Background: an optimization exercise with open tools, aiming at small area and a short achievable clock period. Do not read the settings as production practice. Function was checked by simulation only, so behaviour that the tests miss may differ from the original. No activity file was given, so power comes from the tool's default toggle rates.

`flow/config.mk`:
```
export PLATFORM = sky130hd
export DESIGN_NAME = gfg_reg_bank
export DESIGN_NICKNAME = gfg_reg_bank
export VERILOG_FILES = /design/flow/design.v
export SDC_FILE = /design/flow/constraint.sdc
export NUM_CORES = 4
export LEC_CHECK = 0
export CAP_MARGIN = 20
export CORE_MARGIN = 2
export CORE_UTILIZATION = 35
export SETUP_SLACK_MARGIN = 0.4
export SLEW_MARGIN = 20
```
`flow/constraint.sdc`:
```
create_clock -name core_clock -period 6.5 [get_ports {i_sys_clk}]
set_input_delay 1.3000 -clock core_clock [delete_from_list [all_inputs] [get_ports {i_sys_clk}]]
set_output_delay 1.3000 -clock core_clock [all_outputs]
set_load 0.01 [all_outputs]
```
`flow/design.v`:
```
module gfg_reg_bank #(
  parameter int          NUM_REGISTERS  = 32,
  parameter int          REGISTER_WIDTH = 32,
  parameter logic [31:0] ID_VALUE       = 32'h0000_6F6B
) (
  input  logic                                      i_sys_clk,
  input  logic                                      i_arst_n,
  input  logic [$clog2(NUM_REGISTERS)-1:0]          i_reg_addr,
  input  logic [REGISTER_WIDTH-1:0]                 i_reg_write_data,
  input  logic                                      i_reg_write_en,
  output logic [REGISTER_WIDTH-1:0]                 o_reg_read_data,
  input  logic                                      i_commit_safe,
  output logic [(NUM_REGISTERS-3)*REGISTER_WIDTH-1:0] o_active_regs,
  output logic                                      o_commit_pulse,
  output logic                                      o_commit_pending,
  output logic                                      o_dbg_state
);
  typedef enum logic {IDLE = 1'b0, ARMED = 1'b1} state_t;
  logic [1:0] rst_sync_q;
  logic       rst_n;
  always_ff @(posedge i_sys_clk or negedge i_arst_n) begin
    if (!i_arst_n) rst_sync_q <= 2'b00;
    else           rst_sync_q <= {rst_sync_q[0], 1'b1};
  end
  assign rst_n = rst_sync_q[1];
  state_t                    state_q;
  logic                      auto_commit_q;
  logic [7:0]                write_count_q;
  logic [15:0]               ro_err_q;
  logic                      fire_q;
  logic                      pulse_q;
  logic [REGISTER_WIDTH-1:0] shadow_q [3:NUM_REGISTERS-1];
  logic [REGISTER_WIDTH-1:0] active_q [3:NUM_REGISTERS-1];
  logic [31:0] addr_ext;
  logic        wr_ctrl;
  logic        wr_shadow;
  logic        wr_ro;
  logic        pend_set;
  logic        fire;
  logic [31:0] status32;
  always_comb begin
    addr_ext  = 32'(i_reg_addr);
    wr_ctrl   = i_reg_write_en && (addr_ext == 32'd1);
    wr_shadow = i_reg_write_en && (addr_ext >= 32'd3) && (addr_ext < 32'(NUM_REGISTERS));
    wr_ro     = i_reg_write_en && !wr_ctrl && !wr_shadow;
    pend_set  = (wr_ctrl && i_reg_write_data[0]) || (wr_shadow && auto_commit_q);
    fire      = (state_q == ARMED) && i_commit_safe;
    status32  = {ro_err_q, write_count_q, 7'b0, state_q == ARMED};
  end
  always_ff @(posedge i_sys_clk or negedge rst_n) begin
    if (!rst_n) begin
      state_q       <= IDLE;
      auto_commit_q <= 1'b0;
      write_count_q <= 8'd0;
      ro_err_q      <= 16'd0;
      fire_q        <= 1'b0;
      pulse_q       <= 1'b0;
      for (int i = 3; i < NUM_REGISTERS; i++) begin
        shadow_q[i] <= '0;
        active_q[i] <= '0;
      end
    end else begin
      if (fire)          state_q <= pend_set ? ARMED : IDLE;
      else if (pend_set) state_q <= ARMED;
      for (int i = 3; i < NUM_REGISTERS; i++) begin
        if (fire) active_q[i] <= shadow_q[i];
        if (wr_shadow && (addr_ext == 32'(i))) shadow_q[i] <= i_reg_write_data;
      end
      if (wr_ctrl) auto_commit_q <= i_reg_write_data[1];
      if (wr_ctrl || wr_shadow) write_count_q <= write_count_q + 8'd1;
      if (wr_ro && (ro_err_q != 16'hFFFF)) ro_err_q <= ro_err_q + 16'd1;
      fire_q  <= fire;
      pulse_q <= fire_q;
    end
  end
  always_comb begin
    o_reg_read_data = '0;
    if (addr_ext == 32'd0) begin
      o_reg_read_data = REGISTER_WIDTH'(ID_VALUE);
    end else if (addr_ext == 32'd1) begin
      o_reg_read_data[1] = auto_commit_q;
    end else if (addr_ext == 32'd2) begin
      o_reg_read_data = REGISTER_WIDTH'(status32);
    end else begin
      for (int i = 3; i < NUM_REGISTERS; i++) begin
        if (addr_ext == 32'(i)) o_reg_read_data = shadow_q[i];
      end
    end
  end
  always_comb begin
    o_active_regs = '0;
    for (int i = 3; i < NUM_REGISTERS; i++) begin
      o_active_regs[(i-3)*REGISTER_WIDTH +: REGISTER_WIDTH] = active_q[i];
    end
  end
  assign o_commit_pulse   = pulse_q;
  assign o_commit_pending = (state_q == ARMED);
  assign o_dbg_state      = state_q;
endmodule
```
`flow/run.sh`:
```
#!/bin/bash
# synth_recipe.tcl (not shown) runs the flow's synth.tcl, then flattens the netlist and writes it again
# the make line also repeats each setting of config.mk as NAME=value (left out here)
make -C /OpenROAD-flow-scripts/flow DESIGN_CONFIG=/design/flow/config.mk WORK_HOME=/design/flow/orfs CLKGATE_MAP_FILE= SYNTH_SCRIPT=/design/flow/synth_recipe.tcl finish
```
==> results of run 1 <==
how the worst max path moves through the flow:
| stage | start | end | slack (ps) | cells after the start |
|---|---|---|---|---|
| 2_1_floorplan | rst_sync_q[1]$_DFF_PN0_ | active_q[10][0]$_DFFE_PN0P_ | -11470 | 0 |
| 3_3_place_gp | i_reg_addr[2] | o_reg_read_data[15] | -60 | 12 |
| 3_5_place_dp | i_reg_addr[2] | o_reg_read_data[15] | -90 | 12 |
| 4_1_cts | i_reg_addr[3] | o_reg_read_data[15] | 310 | 11 |
| 5_1_grt | i_reg_addr[3] | o_reg_read_data[5] | 430 | 11 |
| 6_report | i_reg_addr[2] | o_reg_read_data[2] | 310 | 9 |
critical path, delay by kind of cell:
family / cells / cell delay, ps
AOI/OAI and AO/OA: 4 / 1500
buffers and inverters: 3 / 960
and+or+nand+nor: 2 / 1070
cell families (layout without fill, tap and decap cells):
logic type               count (synthesis)  count (layout)
AND/OR/NAND/NOR                       3243            3243
adder cells (fa/ha/maj)                  2               2
AO/OA/AOI/OAI                          647             647
other                                    1              16
XOR/XNOR                                21              21
buffers and inverters                  531            1665
multiplexers                           948             948
flip-flops                            1886            1886
stage by stage:
stage | instance area [µm²] | hold WS, ps | power [µW] | TNS, ps
global route | 99170 | 346.7 | 44260 | 0
global placement | 92040 | 336.5 | 30490 | -63.95
detailed placement | 92040 | 335.8 | 30560 | -92.56
finish | 99190 | 336.0 | 42770 | 0
CTS | 99090 | 337.9 | 42720 | 0
floorplan | 78020 | 331.2 | 21780 | -
power by group:
group / switching, µW / total (µW) / internal [µW]
Sequential: 4130 / 19300 / 15100
Clock: 5210 / 12100 / 6900
Combinational: 5630 / 11400 / 5760
cell type report:
| class | instances | area share |
|---|---|---|
| flip-flops and latches | 1886 | 0.4758 |
| clock inverters | 75 | 0.01029 |
| well taps | 2975 | 0.03753 |
| inverters | 16 | 0.0006812 |
| repair buffers | 1279 | 0.1262 |
| diodes | 15 | 0.0003784 |
| clock buffers | 295 | 0.05990 |
| multi-input cells | 4862 | 0.2891 |
routing by layer:
layer,up-vias,share of wire,GRT usage
li1,26251,-,-
met1,34627,0.43,0.4983
met2,3697,0.43,0.5132
met3,681,0.097,0.09105
met4,14,0.050,0.1520
met5,-,0.00024,0
Yosys cell counts, types with 7 or more instances:
library cell  number  area, µm²
dfrtp_1         1886      47200
a222oi_1          20      200.2
mux2i_1           11      110.1
a21oi_1           86      430.4
nand2_2           13      81.33
o221ai_1          18      157.7
a22oi_1          204       1531
buf_2            113      565.5
o22ai_1           21      131.4
a211oi_1          23      172.7
nor2_1            81      304.0
a221o_1           12      120.1
xnor2_1           14      122.6
nor2_2            15      93.84
a221oi_1          38      332.8
nor4_1             7      43.79
xor2_1             7      61.31
o211ai_1          10      75.07
buf_6             12      135.1
buf_4             45      337.8
o21ai_0           88      440.4
mux2_2           918      10340
a31oi_1           12      75.07
inv_1             14      52.55
clkbuf_1         327       1227
a32oi_1            8      70.07
nor2_4             7      78.83
nand2b_1          11      68.82
and2_1             8      50.05
a21o_1            12      90.09
nand4_1           35      219.0
mux2_1            17      191.4
nand3_1           41      205.2
nand2_1         2913      10930
and4_1             7      61.31
nor2b_1           13      81.33
and3_1            23      143.9
a22o_1            36      315.3
buf_1             18      67.56
nor3_1            36      180.2
timing repair:
item	in CTS	in global routing
pin swaps	4	3
gates resized for setup	11	5
endpoints found under the setup margin	17	6
setup buffers	4	5
hold buffers	0	0
sequential cells by signal (all words and copies together) (netlist names):
register	cells
active_q	928
shadow_q	928
ro_err_q	16
write_count_q	8
rst_sync_q	2
auto_commit_q	1
fire_q	1
pulse_q	1
state_q	1
==> impl.org, run 1 <==
** Run status
- Run status :: finished clean

** Synthesis
- Synthesized instance count :: a little over 7000
- For this run, the register share of the synthesized area comes to 0.6049.
- Cell area after synthesis :: 0.07802 mm²
- After synthesis, the largest family of logic cells by area is simple AND/OR/NAND/NOR gates.
- Fraction of synthesized area in multiplexers :: 0.1369
- Of all flip-flops after synthesis, the portion carrying an async set or reset was 1.000.
- The fraction of the mapped netlist area in compound gates was 0.05974.
- After synthesis the netlist holds a flip-flop and latch count of around 1900.
- Synthesized area per cell :: around 11 µm²
- Unique masters post-synth :: 85
- Of the total synthesized cell area, the portion taken by XOR and XNOR cells is 0.002358.
- Share of synthesized cell area in and, or, nand and nor gates :: 0.1650
- Adder-cell area share of the yosys netlist :: 0.0003207
- Dominant register cell in the synthesized netlist :: dfrtp_1
- Post-synth EDFFs :: 0
- Synthesis produced a netlist with a net count of between 7000 and 8000.
- For this run, the number of Yosys warnings is 3.

** Finish
- Syn-to-layout area delta :: 27.14%
- The library cell used most frequently in the layout, excluding fill and tap cells, is nand2_1.
- Leaving out fill and tap cells, the most frequent cells in the layout are 2895 x nand2_1, 1885 x dfrtp_1, 967 x clkdlybuf4s50_1, 918 x mux2_2, 238 x buf_4.
- Once layout is complete, the utilization of the core stands at 0.4471.
- For this run, the number of standard cells in the final layout without fillers is 11403.
- Sequential cell area :: between 0.04 and 0.05 mm²
- Area of combinational cells with multiple inputs :: around 0.029 mm²
- For this run, the post-layout net count is just over 8000.
- Of the cells placed in the final design, the portion with a size suffix greater than 1 is 0.1970.
- After filler insertion, the fill cell instance count of the layout stands at 21146.

** Power and ir drop
- Cell area power density :: between 400 and 500 mW/mm²
- Max VDD drop :: roughly 0.00029 V
- P_leak :: 0.04795 µW

** Drt
- TritonRoute pass-1 iters :: 7
- After detailed routing, the average wire length per cell comes to approximately 36 µm.
- Summing over every cut layer, the via total after detailed routing is roughly 65000.
- Number of vias per cell after detailed routing :: about 5.7
- Initial DRC Count :: around 8700
- Drt drc :: 0
- The count of nets left with antenna violations once routing finished came out at 0.
- After detailed routing, the total wire length is 411000 µm.

** STA
- Setup violations remaining at the end of the flow were counted as 0.
- Worst-case setup margin in the final layout :: a little over 300 ps
- The count of endpoints failing hold in the final timing report came to 0.
- Subtracting the final worst setup slack from the clock period gives around 6200 ps.
- Headroom to the max-slew limit came out at 0.2558.
- The number of max-slew violations in the final report was 0.
- At the pin with the least slew margin, the transition time is between 1000 and 1500 ps.
- Setup repair after global routing left no endpoint under its margin.
- In the finished design, the share of the clock period the worst path needs comes to 0.9525.
- Based on the critical path, the design can be clocked at up to around 160 MHz.
- Layout Skew :: around 70 ps

** Global routing
- Grt ovf :: 0
- Maximum number of pins on one net before global-route repair :: around 200
- Wire length of the first global-routing pass :: around 560000 µm
- For this run, the total global-route usage over all layers was measured as 0.3537.
- The number of antenna violations at the first check in global routing was 35.
- The number of global-route vias before repair was 63209.

** Worst setup path
- RR Startpoint :: state_q$_DFFE_PN0P_
- R2R cell count :: 5
- At the worst endpoint, the required time is roughly 5200 ps.
- The critical path goes through clkbuf_4 -> or2_4 -> nor2_4 -> a22oi_1 -> o211ai_1 -> o221ai_1 -> a22oi_1 -> buf_4 -> clkdlybuf4s50_1.
- Capturing point of the worst reg2reg path :: active_q[6][11]$_DFFE_PN0P_
- Most prevalent standard cell on the critical path :: a22oi_1
- The worst setup path is captured at a primary output.
- The largest single stage delay on the critical path is 690 ps.
- Critical setup path kind :: in2out
- Arrival time of data at the critical path endpoint :: just under 5000 ps
- Master of the slowest instance on the critical path :: nor2_4
- In this run the register-to-register setup slack is between 3000 and 4000 ps.
- Critical Path Start Type :: input port
- In this run the worst path has a maximum fanout of 14.

** CTS
- CTS saw approximately 1900 sinks.
- The clock passes through at most 3 buffers.
- Post-CTS clock slew at the launch and capture registers of the worst setup and hold paths :: roughly 70 ps
- CTS tree :: yes
- Num CTS Buffers :: 200
- The root buffer cell chosen for the clock tree is clkbuf_16.
- Max H-tree Level :: 4
- Clock latency of the later-clocked register in the worst-skew pair :: approximately 900 ps

** Hold path
- Worst min-delay path class :: reg2reg
- Start point of the worst min-delay path :: fire_q$_DFF_PN0_
- Along the worst hold path, the cell count comes to 0.
- The worst hold path terminates at pulse_q$_DFF_PN0_.

** Flow run
- Max Cap Viol :: 0

** Die
- After floorplanning, the core was sized to cover ~0.22 mm².
- DIE WIDTH :: about 480 µm
- Vertical die dimension :: between 400 and 500 µm
- The die covers between 0.2 and 0.25 mm².
- Effective utilization at floorplan :: 0.3516
- Row generation in the floorplan step produced 173 rows.
- between 1000 and 1500 I/O pins were placed.

** Placed design
- Number of buffers inserted by port buffering :: 1003
- The wire-length estimate of the detail-placed layout is slightly above 300000 µm.
- The number of placed instances, taps included, is 11009.
- Setup slack after placement :: -92.56 ps
- At the end of routability-driven placement, the weighted congestion stood at approximately 1.
==> run 2: changes to the inputs <==
==> flow/design.v (replaced) <==
module gfg_reg_bank #(
  parameter int          NUM_REGISTERS  = 32,
  parameter int          REGISTER_WIDTH = 32,
  parameter logic [31:0] ID_VALUE       = 32'h0000_6F6B
) (
  input  logic                                      i_sys_clk,
  input  logic                                      i_arst_n,
  input  logic [$clog2(NUM_REGISTERS)-1:0]          i_reg_addr,
  input  logic [REGISTER_WIDTH-1:0]                 i_reg_write_data,
  input  logic                                      i_reg_write_en,
  output logic [REGISTER_WIDTH-1:0]                 o_reg_read_data,
  input  logic                                      i_commit_safe,
  output logic [(NUM_REGISTERS-3)*REGISTER_WIDTH-1:0] o_active_regs,
  output logic                                      o_commit_pulse,
  output logic                                      o_commit_pending,
  output logic                                      o_dbg_state
);
  logic [1:0] rst_sync_q;
  logic       rst_n;
  always_ff @(posedge i_sys_clk or negedge i_arst_n) begin
    if (!i_arst_n) rst_sync_q <= 2'b00;
    else           rst_sync_q <= {rst_sync_q[0], 1'b1};
  end
  assign rst_n = rst_sync_q[1];
  logic                      pend_q;
  logic                      auto_commit_q;
  logic [7:0]                write_count_q;
  logic [15:0]               ro_err_q;
  logic                      fire_q;
  logic                      pulse_q;
  logic [REGISTER_WIDTH-1:0] shadow_n_q [3:NUM_REGISTERS-1];
  logic [REGISTER_WIDTH-1:0] active_n_q [3:NUM_REGISTERS-1];
  logic                      wr_ctrl;
  logic                      wr_shadow;
  logic                      wr_ro;
  logic                      pend_set;
  logic                      fire;
  logic                      copy;
  logic [REGISTER_WIDTH-1:0] wdata_n;
  logic [NUM_REGISTERS-1:0]  sh_we;
  always_comb begin
    wr_ctrl   = i_reg_write_en && (i_reg_addr == 5'd1);
    wr_shadow = i_reg_write_en && (i_reg_addr >= 5'd3);
    wr_ro     = i_reg_write_en && (i_reg_addr == 5'd0 || i_reg_addr == 5'd2);
    pend_set  = (wr_ctrl && i_reg_write_data[0]) || (wr_shadow && auto_commit_q);
    fire      = pend_q && i_commit_safe;
    copy      = fire || !rst_n;
    wdata_n   = ~(i_reg_write_data & {REGISTER_WIDTH{rst_n}});
    for (int i = 0; i < NUM_REGISTERS; i++)
      sh_we[i] = !rst_n || (i_reg_write_en && (i_reg_addr == 5'(i)));
  end
  always_ff @(posedge i_sys_clk) begin
    for (int i = 3; i < NUM_REGISTERS; i++) begin
      if (copy)     active_n_q[i] <= shadow_n_q[i];
      if (sh_we[i]) shadow_n_q[i] <= wdata_n;
    end
  end
  always_ff @(posedge i_sys_clk or negedge rst_n) begin
    if (!rst_n) begin
      pend_q        <= 1'b0;
      auto_commit_q <= 1'b0;
      write_count_q <= 8'd0;
      ro_err_q      <= 16'd0;
      fire_q        <= 1'b0;
      pulse_q       <= 1'b0;
    end else begin
      if (fire)          pend_q <= pend_set;
      else if (pend_set) pend_q <= 1'b1;
      if (wr_ctrl) auto_commit_q <= i_reg_write_data[1];
      if (wr_ctrl || wr_shadow) write_count_q <= write_count_q + 8'd1;
      if (wr_ro && (ro_err_q != 16'hFFFF)) ro_err_q <= ro_err_q + 16'd1;
      fire_q  <= fire;
      pulse_q <= fire_q;
    end
  end
  always_comb begin
    o_reg_read_data = '0;
    case (i_reg_addr)
      5'd0:    o_reg_read_data = REGISTER_WIDTH'(ID_VALUE);
      5'd1:    o_reg_read_data[1] = auto_commit_q;
      5'd2:    o_reg_read_data = {ro_err_q, write_count_q, 7'b0, pend_q};
      default: begin
        for (int i = 3; i < NUM_REGISTERS; i++)
          if (i_reg_addr == 5'(i))
            o_reg_read_data = ~shadow_n_q[i] & {REGISTER_WIDTH{rst_n}};
      end
    endcase
  end
  always_comb begin
    for (int i = 3; i < NUM_REGISTERS; i++)
      o_active_regs[(i-3)*REGISTER_WIDTH +: REGISTER_WIDTH] =
        ~active_n_q[i] & {REGISTER_WIDTH{rst_n}};
  end
  assign o_commit_pulse   = pulse_q;
  assign o_commit_pending = pend_q;
  assign o_dbg_state      = pend_q;
endmodule
--- a/flow/config.mk
+++ b/flow/config.mk
@@ -8,5 +8,5 @@
 export CAP_MARGIN = 20
 export CORE_MARGIN = 2
 export CORE_UTILIZATION = 35
-export SETUP_SLACK_MARGIN = 0.4
+export SETUP_SLACK_MARGIN = 2.5
 export SLEW_MARGIN = 20
==> run 2 against run 1 <==
Effect of this change: setup slack gained 1300 ps; core utilization grew 7.5 points; first-iteration DRC count shrank 17%; largest cell class unchanged; largest power group unchanged.
==> impl.org, run 2 <==
** Die
- Standard-cell rows :: 160
- Vertical die dimension :: about 440 µm
- Area of the die :: 0.1954 mm²
- The initial utilization of the core area, before any placement, comes to 0.3527.
- In this run the count of I/O pins placed on the die edge is 1004.
- DIE WIDTH :: between 400 and 500 µm
- The core region is between 0.15 and 0.2 mm².

** Drt
- The detailed router placed just under 50000 vias in this run.
- Initial DRC Count :: just over 7000
- The detail route stage leaves a number of antenna-violating nets equal to 0.
- Number of vias per cell after detailed routing :: 5.785
- Final wirelength :: approximately 320000 µm
- TritonRoute pass-1 iters :: 6
- For this run, design rule violations remaining after detail routing come to 0.
- Average wire per standard cell :: 38.00 µm

** Worst setup path
- The worst setup path is launched from an input port.
- RR Startpoint :: rst_sync_q[1]$_DFF_PN0_
- In this run the worst setup path begins at i_reg_addr[4].
- The worst register-to-register path has a depth of 4.
- Along the worst path, the maximum fanout reaches 7.
- Worst reg-to-reg setup slack :: 3490 ps
- In this run the critical register-to-register path is captured at shadow_n_q[12][26]$_DFFE_PP_.
- Data arrives at the worst endpoint at 3610 ps.
- Critical Path Sink Type :: primary output
- The worst setup path is of the in2out kind.
- Required @ worst endpoint :: between 5000 and 6000 ps
- Following the worst setup path forward leads to its endpoint at o_reg_read_data[6].

** Power and ir drop
- P_leak :: 0.04055 µW
- Cell area power density :: approximately 280 mW/mm²
- Max VDD drop :: between 0.0002 and 0.00025 V

** CTS
- CTS root buf :: clkbuf_16
- In this run, post-CTS hold repair placed 0 buffers.
- The H-tree was split into 4 levels.
- Clock-pin slew was measured on the worst setup and hold paths at about 60 ps.
- Num CTS Buffers :: 190
- TritonCTS built the clock tree.
- CTS Buffer Depth :: 3
- Clock sink count :: between 1500 and 2000
- Clock latency of the later-clocked register in the worst-skew pair :: between 800 and 900 ps

** STA
- Peak Freq :: 203.6 MHz
- Final Critical Period :: between 4000 and 5000 ps
- Setup violations remaining at the end of the flow were counted as 0.
- Dividing the final minimum period by the clock period gives 0.7557.
- The number of max-slew violations in the final report is 0.
- Number of hold-slack violations in the final timing report :: 0
- Unrepaired setup endpoints after global routing :: yes
- For the pin with the worst max-slew slack, the measured transition is between 1000 and 1500 ps.
- Across all hold checks on the routed design, the worst slack comes to 352.4 ps.
- Relative max-transition margin :: 0.2235
- Layout Skew :: ~55 ps

** Synthesis
- Sorting the synthesized cells by area gives the leading types as edfxtp_1 83%, nor2_1 6.0%, o22ai_1 3.7%, dfrtp_1 1.1%, clkbuf_1 0.77%.
- Async set or reset register ratio after synthesis :: 0.01591
- Each instance of the synthesized netlist takes up on average 16.45 µm².
- The biggest area contributor in the post-synthesis netlist is edfxtp_1.
- Dominant cell by count in the synthesized netlist :: edfxtp_1
- After synthesis the cells add up to 0.06714 mm².
- Yosys warning total :: 3
- Dominant register cell in the synthesized netlist :: edfxtp_1
- Synthesis produced a netlist whose cell count is around 4100.
- Sorting the synthesized cells by how often they occur yields 1856 x edfxtp_1, 1067 x nor2_1, 396 x o22ai_1.
- Seq/Total Area, Yosys :: 0.8413
- Total nets after synthesis :: approximately 4100
- Number of synthesized register bits :: about 1900
- Share of the synthesized area in the top cell type :: 0.8301
- Yosys mapped the design onto just under 70 distinct sky130hd cell types.
- Post-synth EDFFs :: roughly 1900

** Global routing
- Wire length of the first global-routing pass :: 395000 µm
- Maximum number of pins on one net before global-route repair :: 222
- The number of global-route vias before repair came to roughly 45000.
- For this run, the total global-route usage over all layers was measured as 0.2996.
- The number of antenna violations at the first check in global routing came to 28.
- The total overflow left after global routing is 0.

** Finish
- Count of filler cells inserted in the layout :: ~15000
- The library cell used most frequently in the layout, excluding fill and tap cells, is edfxtp_1.
- In the layout the commonest cells are 1856 x edfxtp_1, 639 x nor2_1, 487 x dlymetal6s2s_1, 434 x buf_4, 343 x o22ai_1.
- In the final design database the tool counted about 5800 nets.
- Cell area after layout :: between 0.09 and 0.1 mm²
- Non-filler cells in the finished layout :: between 8000 and 9000
- In the final layout, the share of cells above drive strength 1 is 0.3585.
- The largest registers in the layout are active_n_q: 928 flops, shadow_n_q: 928 flops, ro_err_q: 16 flops.
- From synthesis to final layout, the design area changed by 48.05%.

** Placed design
- # placed instances :: between 7000 and 8000
- The placed instances occupy a cell area of just over 0.08 mm².
- Number of buffers inserted by port buffering :: between 1000 and 1500
- The congestion estimate from routability-driven global placement came to between 0.9 and 1.
- Detailed placer's ending HPWL :: 207900 µm

** Hold path
- Worst min-delay path class :: reg2reg
- Start point of the worst min-delay path :: rst_sync_q[0]$_DFF_PN0_

** Run status
- The run finished with no timing, DRC or antenna violations.

** Flow run
- The tool flagged a number of max-cap violations equal to 0.
[run 2: worst min-delay path by stage]
stage                                endpoint  slack (ps)  cells after the start
floorplan           auto_commit_q$_DFFE_PN0P_         240                      0
global placement      rst_sync_q[1]$_DFF_PN0_         340                      0
detailed placement    rst_sync_q[1]$_DFF_PN0_         340                      0
CTS                   rst_sync_q[1]$_DFF_PN0_         350                      0
global route          rst_sync_q[1]$_DFF_PN0_         370                      0
finish                rst_sync_q[1]$_DFF_PN0_         350                      0
[run 2: area by class of cell]
type,instances,area (µm²),area share
well taps,2511,3142,0.03161
repair buffers,1751,19400,0.1952
flip-flops and latches,1886,56490,0.5683
clock inverters,124,1403,0.01411
repair inverters,6,141.4,0.001422
multi-input cells,1965,13870,0.1396
inverters,5,45.04,0.0004531
diodes,8,20.02,0.0002014
clock buffers,224,4892,0.04922
[run 2: cell families (layout without fill, tap and decap cells)]
kind of cell / Yosys count / count (layout) / synth area share
DFF: 1886 / 1886 / 0.8413
buffers and inverters: 233 / 2110 / 0.01476
muxes: 8 / 8 / 0.001286
AOI/OAI and AO/OA: 593 / 593 / 0.05695
xor gates and xnor gates: 22 / 22 / 0.002870
other: 1 / 9 / 0.00005585
and+or+nand+nor: 1337 / 1339 / 0.08242
adders and majority gates: 2 / 2 / 0.0003727
[run 2: critical path, stage by stage]
cell and delay (ps):
buf_12 110, buf_12 130, or3_4 390, or2_4 310, buf_6 160, buf_16 140
buf_12 130, o22ai_1 130, o31a_1 430, or3_4 230, buf_6 140
[run 2: through the flow]
step / setup slack (ps) / util / total power (µW) / TNS, ps
2_1_floorplan: -1843 / - / 15230 / -1710600
3_3_place_gp: -345.5 / 0.4294 / 16380 / -616.4
3_5_place_dp: -78.65 / 0.4299 / 16390 / -78.65
4_1_cts: 1688 / 0.4843 / 27600 / 0
5_1_grt: 1588 / 0.5220 / 28560 / 0
6_report: 1588 / 0.5221 / 27990 / 0
[run 2: power by group]
part	total [µW]	switching [µW]	internal, µW
registers	14400	416	14000
clock network	11200	4870	6370
logic	2380	1490	889
[run 2: timing repair]
| item | in CTS | in global routing |
|---|---|---|
| endpoints found under the setup margin | 967 | 954 |
| hold endpoints to repair | 0 | 0 |
| buffers inserted | 196 | 251 |
| pin swaps | 102 | 197 |
| gates cloned | 24 | 79 |
| resized for setup | 607 | 2593 |
[run 2: metal layers]
layer / vias to the layer above / wire length (µm) / share of wire / GRT usage
li1: 19076 / - / - / -
met1: 25187 / 115200 / 0.36 / 0.3688
met2: 3872 / 147000 / 0.46 / 0.4682
met3: 904 / 30650 / 0.095 / 0.05621
met4: 16 / 29300 / 0.091 / 0.2314
met5: - / 98 / 0.00030 / 0
==> run 3: changes to the inputs <==
==> flow/flow/run.sh (new file) <==
#!/bin/bash
# Standard ORFS layout (the standard.sh), with the port buffers made of
# the smallest buffer cell instead of the flow's default choice. Each tool
# writes its full log under orfs/logs/; make's own output goes to flow_make.log.
set -euo pipefail
export BUFFER_PORTS_ARGS="-buffer_cell sky130_fd_sc_hd__buf_1"
bash standard.sh > flow_make.log 2>&1
==> flow/standard.sh (new file) <==
#!/bin/bash
# synth_recipe.tcl (not shown) runs the flow's synth.tcl, then flattens the netlist and writes it again
# the make line also repeats each setting of config.mk as NAME=value (left out here)
make -C /OpenROAD-flow-scripts/flow DESIGN_CONFIG=/design/flow/config.mk WORK_HOME=/design/flow/orfs CLKGATE_MAP_FILE= SYNTH_SCRIPT=/design/flow/synth_recipe.tcl "${@:-finish}"
--- a/flow/config.mk
+++ b/flow/config.mk
@@ -7,6 +7,6 @@
 export LEC_CHECK = 0
 export CAP_MARGIN = 20
 export CORE_MARGIN = 2
-export CORE_UTILIZATION = 35
-export SETUP_SLACK_MARGIN = 2.5
+export CORE_UTILIZATION = 60
+export SETUP_SLACK_MARGIN = 1.0
 export SLEW_MARGIN = 20
removed: flow/run.sh
==> run 3 against run 2 <==
Effect of this change: sequential share of layout area increased by 14 points; core utilization increased by 20 points; total power decreased by 7.2%; sequential power about the same; synthesized cell count unchanged; critical path type unchanged; setup slack got worse by 650 ps; highest routed layer unchanged; largest power group unchanged; global-route usage increased by 11 points; sequential cell count unchanged.
==> impl.org, run 3 <==
** Run status
- Run status :: finished clean

** Global routing
- In this run the most used layer during global routing was met2.
- For this run, global-route usage on met3 was measured as 0.1009.
- Maximum number of pins on one net before global-route repair :: about 230
- The total overflow left after global routing is 0.
- Wire length of the first global-routing pass :: 323800 µm
- Met2 usage in global routing :: 0.6339
- The number of global-route vias before repair came to about 41000.
- The number of antenna violations at the first check in global routing was 15.
- For this run, global-route usage on met1 was measured as 0.5402.
- In the global route stage, overall resource usage came out at 0.4139.

** Synthesis
- Share of the synthesized area in the top cell type :: 0.8301
- When the netlist entered floorplanning its net count stood at around 4100.
- The biggest area contributor in the post-synthesis netlist is edfxtp_1.
- Synth cell count leaders :: 1856 x edfxtp_1, 1067 x nor2_1, 396 x o22ai_1
- For this run, the register share of the synthesized area comes to 0.8413.
- Dividing the synthesized area by the synthesized cell count gives approximately 16 µm².
- For this run, the number of Yosys warnings is 3.
- Counting flops with a built-in enable in the synthesized netlist gives roughly 1900.
- Cell area after synthesis :: 0.06714 mm²
- By area the synthesized netlist is led by edfxtp_1 83%, nor2_1 6.0%, o22ai_1 3.7%, dfrtp_1 1.1%, clkbuf_1 0.77%.
- Dominant register cell in the synthesized netlist :: edfxtp_1
- After synthesis, the share of flip-flops with an asynchronous set or reset is 0.01591.
- Synthesized instance count :: around 4100
- Dominant cell by count in the synthesized netlist :: edfxtp_1
- After synthesis the netlist holds a flip-flop and latch count of 1886.
- Synthesis instantiated slightly below 70 different standard cells from the library.

** Worst setup path
- The worst setup path is launched from an input port.
- At the worst endpoint, the required time is 5200 ps.
- Cell-by-cell trace of the critical path :: clkbuf_2 -> buf_4 -> and2_1 -> nand2_1 -> buf_12 -> o22ai_1 -> o31ai_1 -> nand4_1 -> buf_1
- Buf/Inv on CP :: 4
- Largest delay contributor family on the critical path :: buffers and inverters
- At the worst endpoint, the arrival time is around 4300 ps.
- Critical setup path kind :: in2out
- STA classifies the critical path endpoint as a primary output.
- Master of the slowest instance on the critical path :: o31ai_1
- On the worst path, the slowest cell contributes a delay of around 900 ps.
- The setup check on the worst reg-to-reg path leaves a slack of 3040 ps.
- In this run the worst path has a maximum fanout of 29.

** Placed design
- # placed instances :: 6494
- Port buffering added around 1000 buffers.
- At the end of routability-driven placement, the weighted congestion stood at about 1.
- Placed Instance Area :: approximately 0.074 mm²
- Detailed placer's ending HPWL :: approximately 170000 µm

** STA
- Max-slew violation count :: 0
- At the pin with the least slew margin, the transition time is approximately 1200 ps.
- Relative max-transition margin :: 0.2048
- Number of hold-slack violations in the final timing report :: 0
- Final hold analysis gives a worst-case slack of just over 300 ps.
- Of the available clock period, the critical path in the final layout requires 0.8564.
- The clock arrives with 21.27 ps of skew.
- Setup repair after global routing left no endpoint under its margin.
- Peak Freq :: 179.6 MHz
- Total setup violations reported at the end of the flow :: 0
- Subtracting the final worst setup slack from the clock period gives ~5600 ps.

** CTS
- The H-tree generated during clock tree synthesis spans 4 levels.
- CTS tree :: yes
- The clock passes through at most 3 buffers.
- Clock latency of the later-clocked register in the worst-skew pair :: slightly below 800 ps
- Post-CTS clock slew at the launch and capture registers of the worst setup and hold paths :: approximately 60 ps
- CTS root buf :: clkbuf_16
- Num CTS Buffers :: 179
- Clock sink count :: 1886

** Die
- The die covers roughly 0.11 mm².
- The initial utilization of the core area, before any placement, comes to 0.6058.
- Vertical die dimension :: 338.5 µm
- DIE WIDTH :: 338.5 µm
- In this run the count of I/O pins placed on the die edge is about 1000.
- The core region is 0.1108 mm².
- After floorplanning, the core was divided into ~120 placement rows.

** Drt
- For this run, design rule violations remaining after detail routing come to 0.
- For this block, the initial DRC count from the detailed router was approximately 7200.
- For this block, the routed nets add up to 241300 µm of wire.
- Number of vias per cell after detailed routing :: approximately 6.5
- For this run, the detailed router's first-pass iteration total came to 6.
- Routed Antenna Nets :: 0
- Average wire per standard cell :: 35.37 µm
- The detailed router placed around 44000 vias in this run.

** Finish
- Most frequent cells in the layout :: 1856 x edfxtp_1, 1066 x nor2_1, 998 x buf_1, 396 x o22ai_1, 188 x clkbuf_16
- Layout cell share with drive strength beyond 1 :: 0.09065
- The area growth from synthesis to layout is 18.45%.
- Regs by FF count :: active_n_q: 928 flops, shadow_n_q: 928 flops, ro_err_q: 16 flops
- Number of nets in the layout :: ~5200
- Non-filler cells in the finished layout :: 6823
- With fillers left out, the area of the finished cells amounts to slightly below 0.08 mm².
- Leading cell type in the layout, fill and taps excluded :: edfxtp_1

** Power and ir drop
- Sw Share :: 0.2247
- Total power for the finished layout comes to between 20000 and 30000 µW.
- Internal power comes to between 20000 and 25000 µW.
- Switching power total :: just under 6000 µW
- For this design the static power due to leakage is about 0.025 µW.
- Proportion of power drawn by combinational gates :: 0.057
- Seq pwr share :: 0.550
- Max VDD drop :: between 0.0002 and 0.00025 V
- Portion of total power attributed to the clock network :: 0.394
- Cell area power density :: ~330 mW/mm²

** Flow run
- The tool flagged a number of max-cap violations equal to 0.

** Hold path
- Worst min-delay path class :: reg2async
## run 3: cell types whose count changed in the layout (fill, tap and decap cells not counted), moves of 34 or more
cell | previous run | this run
buf_1 | 0 | 998
dlymetal6s2s_1 | 487 | 0
nor2_1 | 639 | 1066
buf_4 | 434 | 118
buf_2 | 261 | 2
nor2_4 | 222 | 2
buf_6 | 213 | 2
nor2_2 | 209 | 1
buf_12 | 134 | 27
clkdlybuf4s50_1 | 92 | 0
o22ai_1 | 343 | 396
clkbuf_16 | 230 | 188
buf_16 | 39 | 2
o22ai_2 | 34 | 0
## run 3: power groups by stage
stage	sequential, µW	combinational [µW]	clock (µW)
floorplan	14500	745	0
global placement	14500	1420	0
detailed placement	14500	1430	0
CTS	14300	1440	10200
global route	14300	1520	10700
finish	14300	1470	10200
## run 3: timing repair
item,4_1_cts,5_1_grt
setup buffers,0,0
hold buffers,0,0
setup endpoints to repair,31,8
resized for setup,10,5
## run 3: cells by family after synthesis
group	synth area share
adder cells (fa/ha/maj)	0.0003727
AO/OA/AOI/OAI	0.05695
AND/OR/NAND/NOR	0.08242
XOR/XNOR	0.002870
multiplexers	0.001286
buffers and inverters	0.01476
flip-flops	0.8413
other	0.00005585
## run 3: area by class of cell
cell class / instances / area, µm²
inverter: 5 / 26.28
multi-input combinational: 1963 / 10130
tap: 1488 / 1862
fill: 7351 / 31300
antenna: 7 / 17.52
clock buffer: 228 / 4885
sequential: 1886 / 56490
timing repair buffer: 1154 / 5308
clock inverter: 92 / 805.8
## run 3: layer usage
metal | up-vias | share of wire
li1 | 17737 | -
met1 | 22115 | 0.34
met2 | 3842 | 0.46
met3 | 688 | 0.13
met4 | 22 | 0.074
met5 | - | 0.00061
## run 3: per-stage QoR
| stage | utilization | TNS [ps] | worst slack (ps) |
|---|---|---|---|
| 6_report | 0.7176 | 0 | 933.3 |
| 5_1_grt | 0.7175 | 0 | 1003 |
| 4_1_cts | 0.7168 | 0 | 1006 |
| 3_5_place_dp | 0.6652 | 0 | 498.1 |
| 3_3_place_gp | 0.6646 | 0 | 645.2 |
| 2_1_floorplan | - | -1710600 | -1843 |
## run 3: worst paths after layout
path / from / to / cells past startpoint
setup / recovery: i_reg_addr[0] / o_reg_read_data[20] / 9
hold / removal: rst_sync_q[1]$_DFF_PN0_ / write_count_q[6]$_DFFE_PN0P_ / 0
setup reg to reg: rst_sync_q[1]$_DFF_PN0_ / active_n_q[28][4]$_DFFE_PP_ / 3
hold reg to reg: rst_sync_q[1]$_DFF_PN0_ / write_count_q[6]$_DFFE_PN0P_ / 0
max in group asynchronous: rst_sync_q[1]$_DFF_PN0_ / pulse_q$_DFF_PN0_ / 1
min in group core_clock: fire_q$_DFF_PN0_ / pulse_q$_DFF_PN0_ / 0
==> run 4: changes to the inputs <==
--- a/flow/config.mk
+++ b/flow/config.mk
@@ -8,5 +8,5 @@
 export CAP_MARGIN = 20
 export CORE_MARGIN = 2
 export CORE_UTILIZATION = 60
-export SETUP_SLACK_MARGIN = 1.0
+export SETUP_SLACK_MARGIN = 2.2
 export SLEW_MARGIN = 20
==> run 4 against run 3 <==
Effect of this change: clock power hardly changed; core utilization rose by 4.4 points; global-route usage up 2.3 points; sequential cell count unchanged; combinational power is 14% higher.
==> impl.org, run 4 <==
** Placed design
- Placed Instance Area :: ~0.074 mm²
- Including well taps, the total number of placed cells is between 6000 and 7000.
- Port buffering added 1003 buffers.
- Detailed placement ended at an HPWL of 165500 µm.
- The congestion estimate from routability-driven global placement came to 0.9826.

** Worst setup path
- The worst register-to-register path begins at rst_sync_q[1]$_DFF_PN0_.
- Required @ worst endpoint :: roughly 5200 ps
- Arrival time of data at the critical path endpoint :: roughly 3400 ps
- Cell-by-cell trace of the critical path :: buf_12 -> buf_8 -> and4b_4 -> nand2_8 -> o22ai_2 -> or4_4 -> nor4_4 -> buf_4 -> nand4_1 -> buf_2
- Critical setup path kind :: in2out
- Setup slack on the worst reg-to-reg path comes out at roughly 3500 ps.
- Grouping stages by cell kind, the critical path spends the most delay in simple AND/OR/NAND/NOR gates.
- Largest fanout of any net on the critical path :: 7
- The critical path contains buffers and inverters numbering 4 combined.
- Capturing point of the worst reg2reg path :: shadow_n_q[26][24]$_DFFE_PP_
- Logic depth of the worst path, buffers included :: 10
- Critical Path Start Type :: input port
- Longest individual stage delay on the worst path :: between 500 and 600 ps
- Master of the slowest instance on the critical path :: or4_4
- R2R cell count :: 4
- Critical Path Sink Type :: primary output

** CTS
- CTS Buffer Depth :: 3
- Clock tree synthesis found a total of 1886 sinks.
- TritonCTS built the clock tree.
- Max H-tree Level :: 4
- Clock-pin slew was measured on the worst setup and hold paths at 50 ps.
- For the worst-skew pair, the clock arrives at the later sink with an insertion delay of between 700 and 800 ps.
- TritonCTS created between 150 and 200 clock buffers.
- Number of buffers added to fix hold violations after cts :: 0
- CTS root buf :: clkbuf_16

** Power and ir drop
- Cell area power density :: 308.2 mW/mm²
- Of the total power, the share spent switching nets is 0.2316.
- Portion of total power attributed to the clock network :: 0.387
- Overall power consumption after layout is estimated at 26010 µW.
- Proportion of power drawn by combinational gates :: 0.065
- IR analysis of the VDD net gives a maximum drop of 0.0002212 V.
- For this design the total switching power over the nets is approximately 6000 µW.
- Internal power :: between 15000 and 20000 µW
- Seq pwr share :: 0.549
- For this design the static power due to leakage is between 0.02 and 0.03 µW.

** STA
- Clock skew on the completed layout was measured at 20.59 ps.
- Transition at the pin with the smallest max-transition slack :: 1230 ps
- The count of endpoints failing hold in the final timing report came to 0.
- Final period utilization :: 0.7268
- Max-slew violation count :: 0
- Final Critical Period :: 4725 ps
- Setup violations remaining at the end of the flow were counted as 0.
- Relative max-transition margin :: 0.1767
- Peak Freq :: roughly 210 MHz
- Unrepaired setup endpoints after global routing :: yes
- Final-layout setup total negative slack :: 0 ps

** Die
- After floorplanning, the core was sized to cover ~0.11 mm².
- The initial utilization of the core area, before any placement, comes to 0.6058.
- Standard-cell rows :: 122
- From left edge to right edge, the die measures about 340 µm.
- Pin placement for this block handled roughly 1000 I/O pins.
- Area of the die :: 0.1146 mm²
- Vertical die dimension :: approximately 340 µm

** Synthesis
- Synthesized area per cell :: between 15 and 20 µm²
- The synthesized design contains about 1900 enable-type register cells.
- Yosys instantiated no cell more often than edfxtp_1.
- During synthesis, Yosys emitted a total of 3 warnings.
- In this run, synthesis produced a sequential element count of 1886.
- Synth cell count leaders :: 1856 x edfxtp_1, 1067 x nor2_1, 396 x o22ai_1
- Cell type with the largest total area after synthesis :: edfxtp_1
- Synthesized instance count :: 4082
- For this run, the leading register cell type out of synthesis is edfxtp_1.
- Async set or reset register ratio after synthesis :: 0.01591
- Share of the synthesized area in the top cell type :: 0.8301
- For this run, the register share of the synthesized area comes to 0.8413.
- Total nets after synthesis :: just over 4000
- Cell area after synthesis :: 0.06714 mm²
- In the post-synthesis netlist, the biggest area contributors are edfxtp_1 83%, nor2_1 6.0%, o22ai_1 3.7%, dfrtp_1 1.1%, clkbuf_1 0.77%.
- The synthesized netlist contains slightly below 70 unique library cells.

** Finish
- In the final layout, the registers with the most flip-flops are active_n_q: 928 flops, shadow_n_q: 928 flops, ro_err_q: 16 flops.
- From synthesis to final layout, the design area changed by 25.69%.
- Of the cells placed in the final design, the portion with a size suffix greater than 1 is 0.1685.
- Once layout is done, the placed cells without fillers occupy 0.08439 mm².
- For this run, the number of standard cells in the final layout without fillers is about 7100.
- Count of filler cells inserted in the layout :: 6792
- Leading cell type in the layout, fill and taps excluded :: edfxtp_1
- The final layout contains approximately 5500 nets.
- Post-route core utilization :: 0.7615
- Leaving out fill and tap cells, the most frequent cells in the layout are 1856 x edfxtp_1, 1055 x nor2_1, 970 x buf_1, 316 x o22ai_1, 208 x buf_4.

** Drt
- In the routed design, unresolved DRC markers number 0.
- Dividing the detail-routed wire length by the instance count gives between 30 and 40 µm.
- Using the TritonRoute via totals, the vias-per-cell ratio works out to around 6.6.
- Across all layers, the routed design uses around 47000 vias.
- TritonRoute pass-1 iters :: 8
- For this block, the initial DRC count from the detailed router was between 8000 and 9000.
- Once detail routing completed, the nets flagged for antenna violations numbered 0.
- Final wirelength :: between 200000 and 300000 µm

** Flow run
- The tool flagged a number of max-cap violations equal to 0.

** Global routing
- Grt ovf :: 0
- The number of antenna violations at the first check in global routing is 15.
- Entering global routing, the biggest net connects ~220 pins.
- The number of global-route vias before repair is roughly 43000.
- Overall track demand over capacity in global routing :: 0.4371
- Wire length of the first global-routing pass :: about 340000 µm

** Run status
- Run status :: finished clean

** Hold path
- Worst min-delay path class :: in2async
## run 4: cell types whose count changed in the layout (fill, tap and decap cells not counted), moves of 17 or more
cell,previous run,this run
buf_1,998,970
buf_4,118,208
buf_6,2,72
nand2_8,0,17
o22ai_2,0,68
nor4_1,37,15
buf_12,27,78
clkbuf_1,37,55
o22ai_1,396,316
## run 4: logic make-up after synthesis
group | synth area share
AOI/OAI and AO/OA | 0.05695
xor gates and xnor gates | 0.002870
adders and majority gates | 0.0003727
buffers and inverters | 0.01476
DFF | 0.8413
muxes | 0.001286
other | 0.00005585
and+or+nand+nor | 0.08242
## run 4: area by class of cell
type / count / area (µm²) / share of cell area
multi-input cells: 1964 / 11760 / 0.1393
repair inverters: 1 / 8.758 / 0.0001038
repair buffers: 1390 / 8701 / 0.1031
flip-flops and latches: 1886 / 56490 / 0.6694
well taps: 1488 / 1862 / 0.02206
clock inverters: 73 / 634.4 / 0.007517
diodes: 9 / 22.52 / 0.0002669
inverters: 5 / 38.79 / 0.0004596
clock buffers: 242 / 4875 / 0.05777
## run 4: worst max path at each step
stage,start,end,slack [ps]
floorplan,i_commit_safe,active_n_q[10][0]$_DFFE_PP_,-1840
global placement,i_reg_addr[4],o_reg_read_data[16],870
detailed placement,i_reg_addr[4],o_reg_read_data[16],800
CTS,i_reg_addr[0],o_reg_read_data[16],1780
global route,i_reg_addr[1],o_reg_read_data[16],1810
finish,i_reg_addr[1],o_reg_read_data[16],1780
## run 4: power groups by stage
stage,Sequential [µW],Clock [µW],Combinational (µW)
floorplan,14500,0,746
global placement,14500,0,1440
detailed placement,14500,0,1450
CTS,14300,10000,1590
global route,14300,10500,1730
finish,14300,10100,1680
## run 4: timing repair
| item | CTS | global route |
|---|---|---|
| setup buffers | 140 | 60 |
| gates resized for setup | 404 | 142 |
| endpoints found under the hold margin | 0 | 0 |
| pin swaps | 92 | 68 |
| setup endpoints to repair | 853 | 87 |
| gates cloned | 18 | 7 |
## run 4: through the flow
stage                     hold WS, ps  worst slack [ps]
after global routing            293.9              1805
after detailed placement        340.4             803.3
after CTS                       257.5              1780
after floorplan                 236.2             -1843
final                           297.4              1776
after global placement          334.9             869.3
## run 4: routing by layer
metal | part of all wire | wire length, µm | global-route usage | up-vias
met5 | 0.00015 | 39 | 0 | -
met4 | 0.079 | 20560 | 0.2851 | 8
met3 | 0.14 | 36070 | 0.1103 | 847
met2 | 0.45 | 116100 | 0.6530 | 4581
met1 | 0.33 | 85970 | 0.5784 | 23063
li1 | - | - | - | 18245
==> run 5: changes to the inputs <==
--- a/flow/config.mk
+++ b/flow/config.mk
@@ -8,5 +8,8 @@
 export CAP_MARGIN = 20
 export CORE_MARGIN = 2
 export CORE_UTILIZATION = 60
+export CTS_BUF_LIST = sky130_fd_sc_hd__clkbuf_16
+export CTS_CLUSTER_DIAMETER = 60
+export CTS_CLUSTER_SIZE = 30
 export SETUP_SLACK_MARGIN = 2.2
 export SLEW_MARGIN = 20
==> run 5 against run 4 <==
Effect of this change: critical path type unchanged; synthesized cell count is the same; sequential cell count is the same; synthesized area is the same; highest routed layer unchanged; still clean on timing, DRC and antenna; global-route usage shrank 0.99 points; worst hold slack gained 10 ps; non-clock buffer count grew 18.
==> impl.org, run 5 <==
** Worst setup path
- Together, buffers and inverters on the worst path number 3.
- Required @ worst endpoint :: approximately 5200 ps
- Longest individual stage delay on the worst path :: about 540 ps
- Critical Path Start Type :: input port
- The worst register-to-register path begins at rst_sync_q[1]$_DFF_PN0_.
- Capturing point of the worst reg2reg path :: shadow_n_q[25][30]$_DFFE_PP_
- Arrival time of data at the critical path endpoint :: around 3400 ps
- Across all register-to-register paths, the minimum setup slack is 3340 ps.
- The number of cells on the worst reg-to-reg path is 4.
- Cell-by-cell trace of the critical path :: buf_12 -> and4b_4 -> nand2_8 -> o22ai_1 -> or4_4 -> nor4_4 -> buf_4 -> nand4_1 -> buf_2
- Largest fanout of any net on the critical path :: 13
- Master of the slowest instance on the critical path :: or4_4
- By startpoint and endpoint, the worst setup path is classified as in2out.
- In this design, the largest share of critical-path delay is due to simple AND/OR/NAND/NOR gates.
- Critical Path Sink Type :: primary output

** Finish
- Of the cells placed in the final design, the portion with a size suffix greater than 1 is 0.1675.
- Regs by FF count :: active_n_q: 928 flops, shadow_n_q: 928 flops, ro_err_q: 16 flops
- Syn-to-layout area delta :: 24.62%
- Fill cells in the final layout number roughly 6800.
- Leaving out fill and tap cells, the most frequent cells in the layout are 1856 x edfxtp_1, 1057 x nor2_1, 969 x buf_1, 341 x o22ai_1, 216 x buf_4.
- Number of nets in the layout :: 5427
- The library cell used most frequently in the layout, excluding fill and tap cells, is edfxtp_1.
- Non-filler cells in the finished layout :: 6978

** Synthesis
- Fraction of synthesized area in multiplexers :: 0.001286
- The most used flip-flop cell after synthesis is edfxtp_1.
- After synthesis, the largest family of logic cells by area is simple AND/OR/NAND/NOR gates.
- Seq/Total Area, Yosys :: 0.8413
- The netlist uses about 70 different library cells.
- Share of the synthesized area in the top cell type :: 0.8301
- Synth cell count leaders :: 1856 x edfxtp_1, 1067 x nor2_1, 396 x o22ai_1
- In the synthesized netlist the async set-or-reset flop fraction comes to 0.01591.
- Total nets after synthesis :: approximately 4100
- Adder-cell area share of the yosys netlist :: 0.0003727
- Number of synthesized register bits :: around 1900
- In this run, synthesis inferred around 1900 flip-flops with an integrated enable.
- Compound-Gate Fraction of Synth Area :: 0.05695
- edfxtp_1 is the most common cell in the netlist.
- Cell area after synthesis :: between 0.06 and 0.07 mm²
- In this run the mean area of a mapped cell was between 15 and 20 µm².
- Synthesized instance count :: about 4000
- Of the total synthesized cell area, the portion taken by XOR and XNOR cells is 0.002870.
- By area the synthesized netlist is led by edfxtp_1 83%, nor2_1 6.0%, o22ai_1 3.7%, dfrtp_1 1.1%, clkbuf_1 0.77%.
- Cell type with the largest total area after synthesis :: edfxtp_1
- Yosys warning total :: 3
- Share of synthesized cell area in and, or, nand and nor gates :: 0.08242

** STA
- Across the routed clock network, the largest skew measured is 36.97 ps.
- Max-slew violation count :: 0
- Setup violations remaining at the end of the flow were counted as 0.
- Peak Freq :: approximately 210 MHz
- Counting I/O delays and the setup requirement, the final critical path takes roughly 4700 ps.
- Relative max-transition margin :: 0.1452
- Setup repair after global routing could not meet its margin everywhere.
- Number of hold-slack violations in the final timing report :: 0
- Final period utilization :: 0.7289
- The tightest hold path in the finished design has a slack of between 300 and 400 ps.
- At the pin with the least slew margin, the transition time is ~1300 ps.

** Power and ir drop
- Overall power consumption after layout is estimated at between 20000 and 25000 µW.
- The analysis attributes to cell leakage a power of roughly 0.027 µW.
- In this run the power density over the cells is just under 300 mW/mm².
- Max VDD drop :: 0.0003249 V

** CTS
- Max H-tree Level :: 3
- At the later pin of the worst-skew pair, clock insertion delay measures 770 ps.
- Clock tree synthesis found a total of approximately 1900 sinks.
- Post-CTS clock slew at the launch and capture registers of the worst setup and hold paths :: approximately 80 ps
- The cell sitting at the root of the clock tree is a clkbuf_16.
- For this design, the CTS-stage hold fixing added 0 buffers.
- Num CTS Buffers :: 118
- No sink is reached through more buffers than the 3 on the longest clock path.
- TritonCTS built the clock tree.

** Drt
- Routed Antenna Nets :: 0
- Vias :: 46276
- Dividing the detail-routed wire length by the instance count gives 36.82 µm.
- Final wirelength :: around 260000 µm
- Before antenna repair, the detailed router went through 8 iterations.
- Number of vias per cell after detailed routing :: between 6 and 7
- Initial DRC Count :: about 8000
- For this run, design rule violations remaining after detail routing come to 0.

** Global routing
- The number of antenna violations at the first check in global routing came to 13.
- Wire length of the first global-routing pass :: between 300000 and 400000 µm
- Vias in the first global route :: roughly 42000
- Summed over all layers, the global routing overflow is 0.
- Entering global routing, the biggest net connects between 150 and 200 pins.
- Overall track demand over capacity in global routing :: 0.4272

** Run status
- The flow ran to the end and the layout has no timing, DRC or antenna violations.

** Die
- The floorplan step defined a die boundary enclosing 0.1146 mm².
- The initial utilization of the core area, before any placement, comes to 0.6058.
- Row generation in the floorplan step produced between 100 and 150 rows.
- In this run the vertical extent of the chip is about 340 µm.
- DIE WIDTH :: around 340 µm
- Floorplan Core Area :: roughly 0.11 mm²
- I/O pin cnt :: about 1000

** Flow run
- The tool flagged a number of max-cap violations equal to 0.

** Hold path
- The min-delay analysis places its worst path in the category in2async.

** Placed design
- Detailed placement finished with a half-perimeter wire length of roughly 170000 µm.
- The congestion estimate from routability-driven global placement came to a little under 1.
- # placed instances :: 6506
- Number of buffers inserted by port buffering :: between 1000 and 1500
==> run 5: cell counts after synthesis <==
No cell type changed its count.
==> run 5: routing by layer <==
layer	wire [µm]	track usage	share of wire	up-vias
met2	115000	0.6443	0.45	4420
met1	85350	0.5739	0.33	22922
met4	20600	0.2674	0.080	16
met5	107	0	0.00042	-
met3	35900	0.09489	0.14	768
li1	-	-	-	18150
==> run 5: how the worst max path moves through the flow <==
stage | slack [ps] | cells past startpoint | end | from
floorplan | -1840 | 2 | active_n_q[10][0]$_DFFE_PP_ | i_commit_safe
global placement | 870 | 10 | o_reg_read_data[16] | i_reg_addr[4]
detailed placement | 800 | 10 | o_reg_read_data[16] | i_reg_addr[4]
CTS | 1760 | 11 | o_reg_read_data[21] | i_reg_addr[4]
global route | 1750 | 11 | o_reg_read_data[12] | i_reg_addr[2]
finish | 1760 | 9 | o_reg_read_data[16] | i_reg_addr[1]
==> run 5: area by class of cell <==
type	count	area, µm²	share of cell area
well taps	1488	1862	0.02225
clock buffers	123	3078	0.03679
repair inverters	1	11.26	0.0001346
clock inverters	99	1434	0.01714
repair buffers	1408	9032	0.1080
flip-flops and latches	1886	56490	0.6751
inverters	5	48.80	0.0005832
multi-input cells	1964	11710	0.1399
diodes	4	10.01	0.0001196
==> run 5: logic make-up (layout without fill, tap and decap cells) <==
| group | after synthesis | in the layout |
|---|---|---|
| flops | 1886 | 1886 |
| simple gates | 1337 | 1338 |
| compound gates | 593 | 593 |
| buf+inv | 233 | 1636 |
| xor+xnor | 22 | 22 |
| mux | 8 | 8 |
| fa+ha+maj | 2 | 2 |
| other cells | 1 | 5 |
==> run 5: metrics by stage <==
| stage | setup slack [ps] | utilization | TNS [ps] | area [µm²] |
|---|---|---|---|---|
| 2_1_floorplan | -1843 | - | -1710600 | 67160 |
| 3_3_place_gp | 869.3 | 0.6661 | 0 | 73820 |
| 3_5_place_dp | 803.3 | 0.6662 | 0 | 73830 |
| 4_1_cts | 1764 | 0.7319 | 0 | 81110 |
| 5_1_grt | 1751 | 0.7549 | 0 | 83660 |
| 6_report | 1762 | 0.7550 | 0 | 83670 |
==> run 5: worst reg2reg max path: stages (launching register included) <==
cell and delay (ps):
dfrtp_4 500, buf_4 160, buf_8 410, buf_4 630, nand2_1 900
==> run 5: what timing repair did <==
| action | 4_1_cts | 5_1_grt |
|---|---|---|
| hold endpoints to repair | 0 | 0 |
| gates cloned | 13 | 15 |
| pin swaps | 57 | 109 |
| gates resized for setup | 311 | 242 |
| endpoints found under the setup margin | 853 | 106 |
| setup buffers | 112 | 103 |
==> run 5: report_power, final <==
part	internal (µW)	leakage [µW]	switching [µW]	total [µW]
sequential	13900	0.0165	310	14300
clock	3930	0.00218	4780	8720
combinational	426	0.00810	1270	1700
total	18300	0.0267	6370	24700
==> run 6: changes to the inputs <==
--- a/flow/config.mk
+++ b/flow/config.mk
@@ -11,5 +11,6 @@
 export CTS_BUF_LIST = sky130_fd_sc_hd__clkbuf_16
 export CTS_CLUSTER_DIAMETER = 60
 export CTS_CLUSTER_SIZE = 30
-export SETUP_SLACK_MARGIN = 2.2
+export SETUP_SLACK_MARGIN = 2.8
 export SLEW_MARGIN = 20
+export TNS_END_PERCENT = 5
==> run 6 against run 5 <==
Effect of this change: still clean; routed wire length is 1.9% lower; non-clock buffer count decreased by 88; setup slack got worse by 27 ps; via count is 1.1% lower; clock power is 3.2% lower; largest power group unchanged.
==> impl.org, run 6 <==
** Finish
- After the last flow step, the layout net total stands at ~5300.
- Regs by FF count :: active_n_q: 928 flops, shadow_n_q: 928 flops, ro_err_q: 16 flops
- Cell area after layout :: 0.08192 mm²
- In the final layout, the share of cells above drive strength 1 is 0.1454.
- Leading cell type in the layout, fill and taps excluded :: edfxtp_1
- From synthesis to final layout, the design area changed by 22.02%.
- The library cells used most frequently in the layout, excluding fill and tap cells, are 1856 x edfxtp_1, 1052 x nor2_1, 968 x buf_1, 369 x o22ai_1, 173 x buf_4.

** STA
- Setup violations remaining at the end of the flow were counted as 0.
- Transition at the pin with the smallest max-transition slack :: between 1000 and 1500 ps
- For this run, the top clock speed supported by timing is between 200 and 250 MHz.
- Adding up every negative setup slack in the final design gives 0 ps.
- The clock arrives with approximately 29 ps of skew.
- In this run the tightest slew margin relative to its limit is 0.1927.
- The count of endpoints failing hold in the final timing report is 0.
- Setup repair after global routing could not meet its margin everywhere.
- After layout, the minimum clock period comes to approximately 4800 ps.
- Final worst hold slack :: 186.3 ps
- The number of max-slew violations in the final report is 0.
- In the finished design, the share of the clock period the worst path needs comes to 0.7330.

** Synthesis
- Yosys printed 3 warnings.
- The share of the Yosys chip area taken by registers is 0.8413.
- Async set or reset register ratio after synthesis :: 0.01591
- Total nets after synthesis :: ~4100
- After synthesis, the most frequently instantiated cells are 1856 x edfxtp_1, 1067 x nor2_1, 396 x o22ai_1.
- The synthesized netlist contains 68 unique library cells.
- Synthesized area per cell :: between 15 and 20 µm²
- For this run, the leading register cell type out of synthesis is edfxtp_1.
- The largest total area in the synthesized netlist belongs to edfxtp_1.
- Synthesis handed over a netlist of 4082 instances.
- Cell area after synthesis :: ~0.067 mm²
- Dominant cell by count in the synthesized netlist :: edfxtp_1
- Number of synthesized register bits :: ~1900
- Share of the synthesized area in the top cell type :: 0.8301
- Post-synth EDFFs :: approximately 1900
- Top cells by area, synth :: edfxtp_1 83%, nor2_1 6.0%, o22ai_1 3.7%, dfrtp_1 1.1%, clkbuf_1 0.77%

** Die
- The die covers about 0.11 mm².
- Standard-cell rows :: 122
- between 1000 and 1500 I/O pins were placed.
- Effective utilization at floorplan :: 0.6058
- Vertical die dimension :: 338.5 µm
- In this run the horizontal extent of the chip is around 340 µm.
- Floorplan Core Area :: ~0.11 mm²

** Placed design
- Detailed placer's ending HPWL :: 166400 µm
- Placed Instance Area :: approximately 0.074 mm²
- Input and output buffers added on the ports amount to approximately 1000.
- The congestion estimate from routability-driven global placement came to about 1.0.

** CTS
- The clock tree synthesis step divided the H-tree into 3 levels.
- Clock latency on the worst-skew pair, taken at its later pin, is 750 ps.
- The tree is rooted in a clkbuf_16.
- Clock-pin slew was measured on the worst setup and hold paths at about 90 ps.
- For this design, the sink count on the clock tree is between 1500 and 2000.
- TritonCTS built the clock tree.
- The clock passes through at most 3 buffers.
- For this design, the CTS-stage hold fixing added 0 buffers.
- Buffers inserted during clock tree synthesis total 113.

** Drt
- Average wire per standard cell :: around 37 µm
- The detail route stage leaves a number of antenna-violating nets equal to 0.
- Drt drc :: 0
- Dividing the detail-routed via count by the number of cells gives ~6.6.
- Wires add up to around 250000 µm.
- Initial DRC Count :: 8099
- Across all layers, the routed design uses 45748 vias.
- TritonRoute pass-1 iters :: 8

** Global routing
- Wire length of the first global-routing pass :: between 300000 and 400000 µm
- Vias in the first global route :: between 40000 and 50000
- Grt ovf :: 0
- The number of antenna violations at the first check in global routing was 18.
- In the global route stage, overall resource usage came out at 0.4220.
- Entering global routing, the biggest net connects 230 pins.

** Worst setup path
- At the worst endpoint, the arrival time is 3460 ps.
- Required @ worst endpoint :: around 5200 ps
- Broken down by cell family, the worst path's largest delay share belongs to simple AND/OR/NAND/NOR gates.
- STA classifies the critical path endpoint as a primary output.
- The most numerous cell type found on the critical path is buf_12.
- Longest individual stage delay on the worst path :: ~600 ps
- Together, buffers and inverters on the worst path number 5.
- The slowest stage of the critical path belongs to the cell nor4_2.
- STA classifies the critical path startpoint as an input port.
- Cell-by-cell trace of the critical path :: buf_12 -> buf_12 -> and4bb_4 -> buf_4 -> buf_12 -> nand2_8 -> o22ai_1 -> nor4_2 -> and3_4 -> nand2_1 -> buf_2
- Critical setup path kind :: in2out
- Along the worst path, the maximum fanout reaches 5.

** Hold path
- The tightest min-delay check is of the reg2async type.

** Power and ir drop
- P_leak :: 0.02596 µW
- Cell area power density :: 297.1 mW/mm²
- After layout, the design draws a total of approximately 24000 µW.
- Max VDD drop :: 0.0002167 V

** Run status
- The flow ran to the end and the layout has no timing, DRC or antenna violations.

** Flow run
- Max Cap Viol :: 0
run 6: cell counts after synthesis:
No cell type changed its count.
run 6: routing by layer:
| layer | part of all wire | GRT usage | vias to the layer above |
|---|---|---|---|
| met4 | 0.078 | 0.2636 | 16 |
| met3 | 0.13 | 0.09242 | 769 |
| li1 | - | - | 17956 |
| met5 | 0.00038 | 0 | - |
| met1 | 0.33 | 0.5586 | 22718 |
| met2 | 0.46 | 0.6463 | 4289 |
run 6: final timing paths:
path	slack [ps]	from	endpoint	cells past startpoint
worst min register to register	190	rst_sync_q[1]$_DFF_PN0_	write_count_q[4]$_DFFE_PN0P_	0
max in group asynchronous	5410	rst_sync_q[1]$_DFF_PN0_	pend_q$_DFFE_PN0P_	2
worst max-delay path	1740	i_reg_addr[4]	o_reg_read_data[0]	11
worst min-delay path	190	rst_sync_q[1]$_DFF_PN0_	write_count_q[4]$_DFFE_PN0P_	0
min in group core_clock	360	rst_sync_q[0]$_DFF_PN0_	rst_sync_q[1]$_DFF_PN0_	0
worst max register to register	3310	rst_sync_q[1]$_DFF_PN0_	active_n_q[29][7]$_DFFE_PP_	4
run 6: area by class of cell:
| class | instances | area [µm²] |
|---|---|---|
| antenna | 7 | 17.52 |
| fill | 6993 | 28900 |
| sequential | 1886 | 56490 |
| clock buffer | 115 | 2878 |
| timing repair inverter | 3 | 33.78 |
| clock inverter | 99 | 1440 |
| inverter | 5 | 45.04 |
| tap | 1488 | 1862 |
| multi-input combinational | 1964 | 11300 |
| timing repair buffer | 1320 | 7860 |
run 6: power by group:
group,total (µW),switching (µW),internal (µW)
registers,14300,318,13900
logic,1640,1250,397
clock network,8440,4740,3700
run 6: kinds of logic (layout without fill, tap and decap cells):
group	count (synthesis)	after routing	synth area share
compound gates	593	593	0.05695
xor+xnor	22	22	0.002870
fa+ha+maj	2	2	0.0003727
buf+inv	233	1542	0.01476
flops	1886	1886	0.8413
mux	8	8	0.001286
other cells	1	8	0.00005585
simple gates	1337	1338	0.08242
run 6: worst reg2reg max path, stage by stage (launching register included):
cell and delay, ps:
dfrtp_4 590, buf_4 200, buf_16 210, nand2b_4 800
buf_4 950
run 6: through the flow:
step,setup slack (ps),utilization,std cells
6_report,1736,0.7392,6887
5_1_grt,1775,0.7392,6883
4_1_cts,1778,0.7269,6831
3_5_place_dp,498.1,0.6652,6494
3_3_place_gp,645.2,0.6646,6491
2_1_floorplan,-1843,-,4082
run 6: what timing repair did:
item	in CTS	in global routing
hold endpoints to repair	0	0
endpoints found under the setup margin	1052	952
pin swaps	70	54
gates resized for setup	279	159
cloned	10	10
setup buffers	113	37

-- port drivers added, routing unchanged --
The flow's constraints put no driver on any port. The routed layouts listed below were extracted and timed again, unchanged, in two steps.
Step 1: set_driving_cell puts a clkbuf_16 on i_sys_clk and a buf_2 on each other input, an assumption about the parent block.
Step 2 also shifts input and output timing later by t, the mid clock arrival at the registers, as if the neighbouring blocks saw the same clock.
Slacks: ideal ports / drivers / drivers and shift; pairs: ideal ports / drivers.
run	shift t [ns]	slack for setup (ns)	worst setup path after step 2	worst register clock-pin slew, ns	pins driven straight from the clock port
run 1	0.965	0.309 / 0.255 / 0.255	input to output	0.07 / 0.07	1
run 2	0.923	1.588 / 1.478 / 1.478	input to output	0.07 / 0.07	1
run 3	0.853	0.933 / 0.908 / 0.908	input to output	0.07 / 0.07	1
run 4	0.859	1.775 / 1.545 / 1.545	input to output	0.07 / 0.07	1
run 5	0.831	1.762 / 1.577 / 1.577	input to output	0.11 / 0.11	1
run 6	0.816	1.736 / 1.654 / 1.654	input to output	0.11 / 0.11	1
After both steps every run listed still meets setup and hold. For run 4, which loses most, drivers alone change the setup slack by -0.230 ns; drivers and shift together by -0.230 ns.
